Context: an optimization exercise on an open-source flow, tuned for small area. The choices shown serve that exercise and are no tape-out recipe. The RTL was checked by simulation tests, not by an equivalence proof against the original design. Power and IR drop assume default switching activity.

==> flow/design.v <==
package pipeline_pkg;
    localparam logic [5:0] OP_RTYPE = 6'h00;
    localparam logic [5:0] OP_J     = 6'h02;
    localparam logic [5:0] OP_JAL   = 6'h03;
    localparam logic [5:0] OP_BEQ   = 6'h04;
    localparam logic [5:0] OP_BNE   = 6'h05;
    localparam logic [5:0] OP_ADDI  = 6'h08;
    localparam logic [5:0] OP_ADDIU = 6'h09;
    localparam logic [5:0] OP_SLTI  = 6'h0A;
    localparam logic [5:0] OP_ANDI  = 6'h0C;
    localparam logic [5:0] OP_ORI   = 6'h0D;
    localparam logic [5:0] OP_XORI  = 6'h0E;
    localparam logic [5:0] OP_LUI   = 6'h0F;
    localparam logic [5:0] OP_LW    = 6'h23;
    localparam logic [5:0] OP_SW    = 6'h2B;
    localparam logic [4:0] REG_ZERO = 5'd0;
    localparam logic [4:0] REG_RA   = 5'd31;
    localparam logic [5:0] BUBBLE_OPCODE = OP_RTYPE;
    localparam logic [4:0] BUBBLE_RD     = REG_ZERO;
    localparam logic [1:0] IMM_SIGN  = 2'd0;
    localparam logic [1:0] IMM_ZERO  = 2'd1;
    localparam logic [1:0] IMM_UPPER = 2'd2;
    localparam logic [1:0] DST_NONE = 2'd0;
    localparam logic [1:0] DST_RD   = 2'd1;
    localparam logic [1:0] DST_RT   = 2'd2;
    localparam logic [1:0] DST_RA   = 2'd3;
    function automatic logic [1:0] imm_kind(input logic [5:0] op);
        case (op)
            OP_ANDI, OP_ORI, OP_XORI: imm_kind = IMM_ZERO;
            OP_LUI:                   imm_kind = IMM_UPPER;
            default:                  imm_kind = IMM_SIGN;
        endcase
    endfunction
    function automatic logic [1:0] dst_sel(input logic [5:0] op);
        case (op)
            OP_RTYPE:                         dst_sel = DST_RD;
            OP_ADDI, OP_ADDIU, OP_SLTI,
            OP_ANDI, OP_ORI, OP_XORI,
            OP_LUI, OP_LW:                    dst_sel = DST_RT;
            OP_JAL:                           dst_sel = DST_RA;
            default:                          dst_sel = DST_NONE;
        endcase
    endfunction
    function automatic logic rt_is_source(input logic [5:0] op);
        case (op)
            OP_RTYPE, OP_SW, OP_BEQ, OP_BNE: rt_is_source = 1'b1;
            default:                         rt_is_source = 1'b0;
        endcase
    endfunction
endpackage
module rf_g_and2 (input logic a, b, output logic y);
    assign y = a & b;
endmodule
module rf_g_and3 (input logic a, b, c, output logic y);
    assign y = a & b & c;
endmodule
module rf_g_nand3 (input logic a, b, c, output logic y);
    assign y = ~(a & b & c);
endmodule
module rf_g_nand4 (input logic a, b, c, d, output logic y);
    assign y = ~(a & b & c & d);
endmodule
module rf_g_or3 (input logic a, b, c, output logic y);
    assign y = a | b | c;
endmodule
module rf_g_nand2 (input logic a, b, output logic y);
    assign y = ~(a & b);
endmodule
module rf_g_a221o (input logic a1, a2, b1, b2, c1, output logic y);
    assign y = (a1 & a2) | (b1 & b2) | c1;
endmodule
module rf_g_a222oi (input logic a1, a2, b1, b2, c1, c2, output logic y);
    assign y = ~((a1 & a2) | (b1 & b2) | (c1 & c2));
endmodule
module rf_predec (
    input  logic       en,
    input  logic [4:0] addr,
    output logic [3:0] hi,
    output logic [7:0] lo
);
    for (genvar k = 0; k < 4; k++) begin : g_hi
        assign hi[k] = en && (addr[4:3] == 2'(k));
    end
    for (genvar j = 0; j < 8; j++) begin : g_lo
        assign lo[j] = (addr[2:0] == 3'(j));
    end
endmodule
module rf_wdec (
    input  logic        we,
    input  logic [4:0]  waddr,
    output logic [31:1] wsel
);
    logic [3:0] hi;
    logic [7:0] lo;
    rf_predec u_pre (.en(we), .addr(waddr), .hi(hi), .lo(lo));
    for (genvar i = 1; i < 32; i++) begin : g_w
        rf_g_and2 u_g (.a(hi[i / 8]), .b(lo[i % 8]), .y(wsel[i]));
    end
endmodule
module rf_byp (
    input  logic       we,
    input  logic [4:0] waddr,
    input  logic [4:0] raddr,
    input  logic       kill,
    output logic       byp,
    output logic       ok
);
    logic hit;
    assign hit = we && (waddr != 5'd0) && (waddr == raddr);
    assign byp = !kill && hit;
    assign ok  = !kill && !hit;
endmodule
module rf_rsel (
    input  logic        we,
    input  logic [4:0]  waddr,
    input  logic [4:0]  raddr,
    input  logic [31:1] valid,
    input  logic        kill,
    output logic [31:0] sel
);
    logic       ok;
    logic [3:0] hi;
    logic [7:0] lo;
    rf_byp u_byp (.we(we), .waddr(waddr), .raddr(raddr), .kill(kill),
                  .byp(sel[0]), .ok(ok));
    rf_predec u_pre (.en(ok), .addr(raddr), .hi(hi), .lo(lo));
    for (genvar i = 1; i < 32; i++) begin : g_s
        rf_g_and3 u_g (.a(hi[i / 8]), .b(lo[i % 8]), .c(valid[i]), .y(sel[i]));
    end
endmodule
module rf_rbit (
    input  logic [31:0] sel,
    input  logic [31:0] d,
    output logic        y
);
    logic [9:0] z;
    logic [2:0] p;
    logic       q;
    for (genvar k = 0; k < 10; k++) begin : g_ao
        rf_g_a222oi u_g (.a1(sel[3*k]),   .a2(d[3*k]),
                         .b1(sel[3*k+1]), .b2(d[3*k+1]),
                         .c1(sel[3*k+2]), .c2(d[3*k+2]), .y(z[k]));
    end
    rf_g_nand4 u_n0 (.a(z[0]), .b(z[1]), .c(z[2]), .d(z[3]), .y(p[0]));
    rf_g_nand4 u_n1 (.a(z[4]), .b(z[5]), .c(z[6]), .d(z[7]), .y(p[1]));
    rf_g_nand2 u_n2 (.a(z[8]), .b(z[9]), .y(p[2]));
    rf_g_or3   u_o  (.a(p[0]), .b(p[1]), .c(p[2]), .y(q));
    rf_g_a221o u_f  (.a1(sel[30]), .a2(d[30]), .b1(sel[31]), .b2(d[31]), .c1(q), .y(y));
endmodule
module id_stage #(
    parameter int DATA_WIDTH = 32,
    parameter int CNT_WIDTH  = 16
) (
    input  logic                  clk,
    input  logic                  reset,
    input  logic [31:0]           instr_in,
    input  logic                  wb_we,
    input  logic [4:0]            wb_rd,
    input  logic [DATA_WIDTH-1:0] wb_data,
    input  logic                  ex_mem_read,
    input  logic [4:0]            ex_rd,
    input  logic                  flush,
    output logic [5:0]            opcode_out,
    output logic [DATA_WIDTH-1:0] rs_data_out,
    output logic [DATA_WIDTH-1:0] rt_data_out,
    output logic [4:0]            rd_out,
    output logic [DATA_WIDTH-1:0] imm_out,
    output logic                  stall,
    output logic [CNT_WIDTH-1:0]  stall_count
);
    logic [5:0]  opcode;
    logic [4:0]  rs;
    logic [4:0]  rt;
    logic [4:0]  rd_field;
    logic [15:0] imm16;
    logic [1:0]  ikind;
    logic [1:0]  dsel;
    logic        hazard;
    logic        bubble;
    assign opcode   = instr_in[31:26];
    assign rs       = instr_in[25:21];
    assign rt       = instr_in[20:16];
    assign rd_field = instr_in[15:11];
    assign imm16    = instr_in[15:0];
    logic [DATA_WIDTH-1:0] regs [1:31];
    logic [31:1]           valid;
    logic [31:1]           wsel;
    logic [31:0]           sel_a;
    logic [31:0]           sel_b;
    rf_wdec u_wdec (.we(wb_we), .waddr(wb_rd), .wsel(wsel));
    always_ff @(posedge clk) begin
        for (int i = 1; i < 32; i++) begin
            if (wsel[i]) begin
                regs[i] <= wb_data;
            end
        end
    end
    always_ff @(posedge clk) begin
        if (reset) begin
            valid <= '0;
        end else begin
            valid <= valid | wsel;
        end
    end
    rf_rsel u_rsel_a (.we(wb_we), .waddr(wb_rd), .raddr(rs), .valid(valid),
                      .kill(bubble), .sel(sel_a));
    rf_rsel u_rsel_b (.we(wb_we), .waddr(wb_rd), .raddr(rt), .valid(valid),
                      .kill(bubble), .sel(sel_b));
    for (genvar b = 0; b < DATA_WIDTH; b++) begin : g_rd
        logic [31:0] col;
        assign col[0] = wb_data[b];
        for (genvar i = 1; i < 32; i++) begin : g_col
            assign col[i] = regs[i][b];
        end
        rf_rbit u_a (.sel(sel_a), .d(col), .y(rs_data_out[b]));
        rf_rbit u_b (.sel(sel_b), .d(col), .y(rt_data_out[b]));
    end
    assign hazard = ex_mem_read && (ex_rd != 5'd0) &&
                    ((ex_rd == rs) || (pipeline_pkg::rt_is_source(opcode) && (ex_rd == rt)));
    assign bubble = reset || flush || hazard;
    assign stall  = !reset && !flush && hazard;
    assign ikind = pipeline_pkg::imm_kind(opcode);
    assign dsel  = pipeline_pkg::dst_sel(opcode);
    always_comb begin
        opcode_out = bubble ? pipeline_pkg::BUBBLE_OPCODE : opcode;
        if (bubble) begin
            imm_out = '0;
        end else if (ikind == pipeline_pkg::IMM_UPPER) begin
            imm_out = {imm16, 16'h0000};
        end else if (ikind == pipeline_pkg::IMM_ZERO) begin
            imm_out = {16'h0000, imm16};
        end else begin
            imm_out = {{16{imm16[15]}}, imm16};
        end
        if (bubble) begin
            rd_out = pipeline_pkg::BUBBLE_RD;
        end else begin
            case (dsel)
                pipeline_pkg::DST_RD: rd_out = rd_field;
                pipeline_pkg::DST_RT: rd_out = rt;
                pipeline_pkg::DST_RA: rd_out = pipeline_pkg::REG_RA;
                default:              rd_out = pipeline_pkg::REG_ZERO;
            endcase
        end
    end
    always_ff @(posedge clk) begin
        if (reset) begin
            stall_count <= '0;
        end else if (stall) begin
            stall_count <= stall_count + 1'b1;
        end
    end
endmodule
Settings: LEC_CHECK=0, CAP_MARGIN=20, CORE_MARGIN=2, CORE_UTILIZATION=55, PLACE_DENSITY=0.66, SLEW_MARGIN=20, SYNTH_HIERARCHICAL=1; clock period 8.0 ns.
standard.sh (not shown) runs the stock make flow with config.mk's settings and CLKGATE_MAP_FILE= SYNTH_SCRIPT=/design/flow/synth_recipe.tcl, a recipe that flattens the netlist after the stock synthesis.
==> flow/flow/run.sh <==
#!/bin/bash
# Own layout flow: the standard flow (standard.sh) with two changes
# made through ORFS's own variables:
#   - ports are buffered with the smallest buffer cell instead of the
#     default choice;
#   - clock tree synthesis runs without dummy loads.
# Every tool's full output goes to the ORFS logs under orfs/logs and the
# make output to flow_make.log in this folder.
set -euo pipefail
export BUFFER_PORTS_ARGS="-buffer_cell sky130_fd_sc_hd__buf_1"
export CTS_ARGS="-sink_clustering_enable -repair_clock_nets -dont_use_dummy_load -sink_clustering_size 20 -sink_clustering_max_diameter 50 -buf_list {sky130_fd_sc_hd__clkbuf_8 sky130_fd_sc_hd__clkbuf_16}"
bash standard.sh finish > flow_make.log 2>&1
Next try:
--- a/flow/flow/run.sh
+++ b/flow/flow/run.sh
@@ -9,4 +9,4 @@
 set -euo pipefail
 export BUFFER_PORTS_ARGS="-buffer_cell sky130_fd_sc_hd__buf_1"
-export CTS_ARGS="-sink_clustering_enable -repair_clock_nets -dont_use_dummy_load -sink_clustering_size 20 -sink_clustering_max_diameter 50 -buf_list {sky130_fd_sc_hd__clkbuf_8 sky130_fd_sc_hd__clkbuf_16}"
+export CTS_ARGS="-sink_clustering_enable -repair_clock_nets -dont_use_dummy_load -sink_clustering_size 16 -sink_clustering_max_diameter 50 -buf_list {sky130_fd_sc_hd__clkbuf_4 sky130_fd_sc_hd__clkbuf_8}"
 bash standard.sh finish > flow_make.log 2>&1
- CORE_UTILIZATION: 55 -> 65
- PLACE_DENSITY: 0.66 -> 0.75
Result: Clock power came out lower by 31%; area after synthesis does not change; design area came out lower by 2.9%; routed wire length came out lower by 0.57%.

## re-timing with driven ports
The flow's constraints put no driver on any port. The routed layouts listed below were extracted and timed again, unchanged, in two steps.
Step 1 sets driving cells, clkbuf_16 on the clock port and buf_2 on the other inputs (assumed; they add their load-dependent delay and slew).
Step 2 moves the port delays by t, midway between the first and last clock arrival at a register: inputs arrive t later, outputs are due t later. That takes back most of the time a late clock gives input paths.
Three values: no drivers, after step 1, after step 2; two values: the first two.
| run | t (ns) | setup WS [ns] | worst hold slack (ns) | worst register clock-pin slew, ns |
|---|---|---|---|---|
| the first run | 0.719 | 0.534 / 0.514 / 0.514 | 0.483 / 0.483 / 0.483 | 0.08 / 0.08 |
| the second run | 0.770 | 0.216 / 0.193 / 0.193 | 0.482 / 0.482 / 0.482 | 0.10 / 0.10 |
After both steps every run listed still meets setup and hold. The setup slack of the second run, which loses most, moves by -0.023 ns with the drivers and by -0.023 ns with both steps.
